Background: an optimization exercise with open tools, aiming at small area. Do not read the settings as production practice. Function was checked by simulation only, so behaviour that the tests miss may differ from the original. Power and IR drop assume default switching activity.

== run A ==
==> flow/design.v (excerpt) <==
module random_map_writer (
    input  logic        clk,
    input  logic        rst,
    input  logic        start,
    input  logic [15:0] seed,
    input  logic [4:0]  density,
    input  logic [4:0]  rd_x,
    input  logic [4:0]  rd_y,
    output logic        rd_occ,
    output logic        busy,
    output logic        done,
    output logic [9:0]  occ_count
);
Settings: LEC_CHECK=0, CAP_MARGIN=20, CORE_MARGIN=2, CORE_UTILIZATION=75, CTS_BUF_LIST=sky130_fd_sc_hd__clkbuf_8, GPL_TIMING_DRIVEN=0, SLEW_MARGIN=20; clock period 5.0 ns.
standard.sh (not shown) runs the stock make flow with config.mk's settings and CLKGATE_MAP_FILE= SYNTH_SCRIPT=/design/flow/synth_recipe.tcl, a recipe that flattens the netlist after the stock synthesis.
==> flow/flow/run.sh <==
#!/bin/bash
# The standard layout with two changes:
#  - every port still gets its own buffer, but a plain buf_1 instead of the
#    delay buffer that buffer_ports picks by default;
#  - synthesis maps the logic with flow/abc_map.script (an area-oriented ABC
#    script) in place of ORFS's abc_speed.script. Everything else in the ORFS
#    scripts is used unchanged, from a copy made here.
set -euo pipefail
export BUFFER_PORTS_ARGS="-buffer_cell sky130_fd_sc_hd__buf_1"
rm -rf scripts_local
cp -r "$FLOW_HOME/scripts" scripts_local
cp flow/abc_map.script scripts_local/abc_speed.script
export SCRIPTS_DIR="$PWD/scripts_local"
bash standard.sh > standard.log 2>&1
==> flow/flow/abc_map.script <==
strash
dc2
&get -n
&dch -f
&nf
&put
topo
stime -c
dnsize -c
### run A -> run B
==> flow/flow/run.sh <==
#!/bin/bash
# The standard layout, with one change: every port still gets its own
# buffer, but a plain buf_1 instead of the delay buffer that buffer_ports
# picks by default (that cell adds about 0.5 ns to each input and output path).
set -euo pipefail
export BUFFER_PORTS_ARGS="-buffer_cell sky130_fd_sc_hd__buf_1"
bash standard.sh > standard.log 2>&1
--- a/flow/config.mk
+++ b/flow/config.mk
@@ -6,8 +6,8 @@
 export NUM_CORES = 4
 export LEC_CHECK = 0
-export CAP_MARGIN = 20
+export CAP_MARGIN = 0
 export CORE_MARGIN = 2
-export CORE_UTILIZATION = 75
+export CORE_UTILIZATION = 40
 export CTS_BUF_LIST = sky130_fd_sc_hd__clkbuf_8
 export GPL_TIMING_DRIVEN = 0
-export SLEW_MARGIN = 20
+export SLEW_MARGIN = 0
removed: flow/flow/abc_map.script
| worst hold margin | higher: run A |. Run B vs run A, critical path class: flop to output pin vs primary input to flop. On share of final layout cell area taken by non-clock buffers, the higher figure sits with run B, not run A. Comparing run B and run A, fraction of standard cell area that is sequential is lower on run B. Clock power: run B and run A compared, lower one is run B. In run B, final worst slack is higher than in run A. The hold path depth reported for run B is smaller than that of run A by 1. Compared to run A, the routing of run B uses more wire. Number of cells in the finished layout apart from fillers of run B exceeds that of run A by more than a quarter.
For run C, these inputs were changed with respect to run B:
==> flow/flow/run.sh <==
#!/bin/bash
# The standard layout with two changes:
#  - every port still gets its own buffer, but a plain buf_1 instead of the
#    delay buffer that buffer_ports picks by default;
#  - synthesis maps the logic with flow/abc_map.script (an area-oriented ABC
#    script) in place of ORFS's abc_speed.script. Everything else in the ORFS
#    scripts is used unchanged, from a copy made here.
set -euo pipefail
export BUFFER_PORTS_ARGS="-buffer_cell sky130_fd_sc_hd__buf_1"
rm -rf scripts_local
cp -r "$FLOW_HOME/scripts" scripts_local
cp flow/abc_map.script scripts_local/abc_speed.script
export SCRIPTS_DIR="$PWD/scripts_local"
bash standard.sh > standard.log 2>&1
==> flow/flow/abc_map.script (new file) <==
strash
dc2
&get -n
&dch -f
&nf
&put
topo
stime -c
dnsize -c
--- a/flow/config.mk
+++ b/flow/config.mk
@@ -6,8 +6,8 @@
 export NUM_CORES = 4
 export LEC_CHECK = 0
-export CAP_MARGIN = 0
+export CAP_MARGIN = 20
 export CORE_MARGIN = 2
 export CORE_UTILIZATION = 40
 export CTS_BUF_LIST = sky130_fd_sc_hd__clkbuf_8
 export GPL_TIMING_DRIVEN = 0
-export SLEW_MARGIN = 0
+export SLEW_MARGIN = 20
==> comparison <==
- Compound-cell area share of the yosys netlist | run C above run B
- Run C against run B: count of input and output buffers rose 1; worst setup slack fell 98 ps; post-synth net total fell 8.7%.
- The synthesized instance count in run B is 1.10 times that in run C.
Input-level comparison between run D and run C:
==> flow/flow/abc_map.script <==
strash
dc2
dc2
&get -n
&dch -f
&nf -R 1000
&put
topo
stime -c
dnsize -c
--- a/flow/config.mk
+++ b/flow/config.mk
@@ -8,5 +8,5 @@
 export CAP_MARGIN = 20
 export CORE_MARGIN = 2
-export CORE_UTILIZATION = 40
+export CORE_UTILIZATION = 55
 export CTS_BUF_LIST = sky130_fd_sc_hd__clkbuf_8
 export GPL_TIMING_DRIVEN = 0
Notes after the runs:
The flow did not stop early for run D: all stages ran, and the layout cleared the timing, design-rule and antenna checks. In the reports for run D and run C, the smaller complex-gate fraction of the synthesized area belongs to run C. Run D has count of clock-buffer cells in the layout above what run C had. The sequential-cell power consumption on run C is in line with that on run D. Comparing the two runs side by side, run D comes out ahead of run C on final setup slack of the worst path. When run D is measured against run C, its wire length of the first global-routing pass turns out 1.2% lower. Comparing run C against run D, there is no change at all in number of buffers created by CTS. Run D ended up with pv[1] as its critical path endpoint; run C ended up with pv[0].

[separate check: timing with driven ports]
The results above use ideal ports. As a check the final layouts listed here were re-extracted and re-timed, cells and wires unchanged. Step 1 sets driving cells, clkbuf_16 on the clock port and buf_2 on the other inputs (assumed; they add their load-dependent delay and slew). Step 2 adds t to the input delays and takes it off the output delays; t is the mean of the earliest and latest rising clock arrival at the registers after step 1. Input paths then give back, and output paths get back, about the clock's delay inside the block. a / b / c = ideal / step 1 / step 2; a / b = the first two.
| run | shift t [ns] | slack for setup (ns) | slew at the worst register clock pin (ns) | pins driven straight from the clock port |
|---|---|---|---|---|
| run A | 0.481 | 0.192 / 0.173 / -0.273 | 0.09 / 0.09 | 1 |
| run B | 0.488 | 0.377 / 0.337 / 0.653 | 0.10 / 0.10 | 1 |
| run C | 0.473 | 0.279 / 0.300 / -0.173 | 0.09 / 0.09 | 1 |
| run D | 0.497 | 0.309 / 0.320 / -0.178 | 0.08 / 0.08 | 1 |
Met with ideal ports but missed after step 2: setup timing in run A, run C and run D. For run D, which loses most, drivers alone change the setup slack by +0.011 ns; drivers and shift together by -0.487 ns.
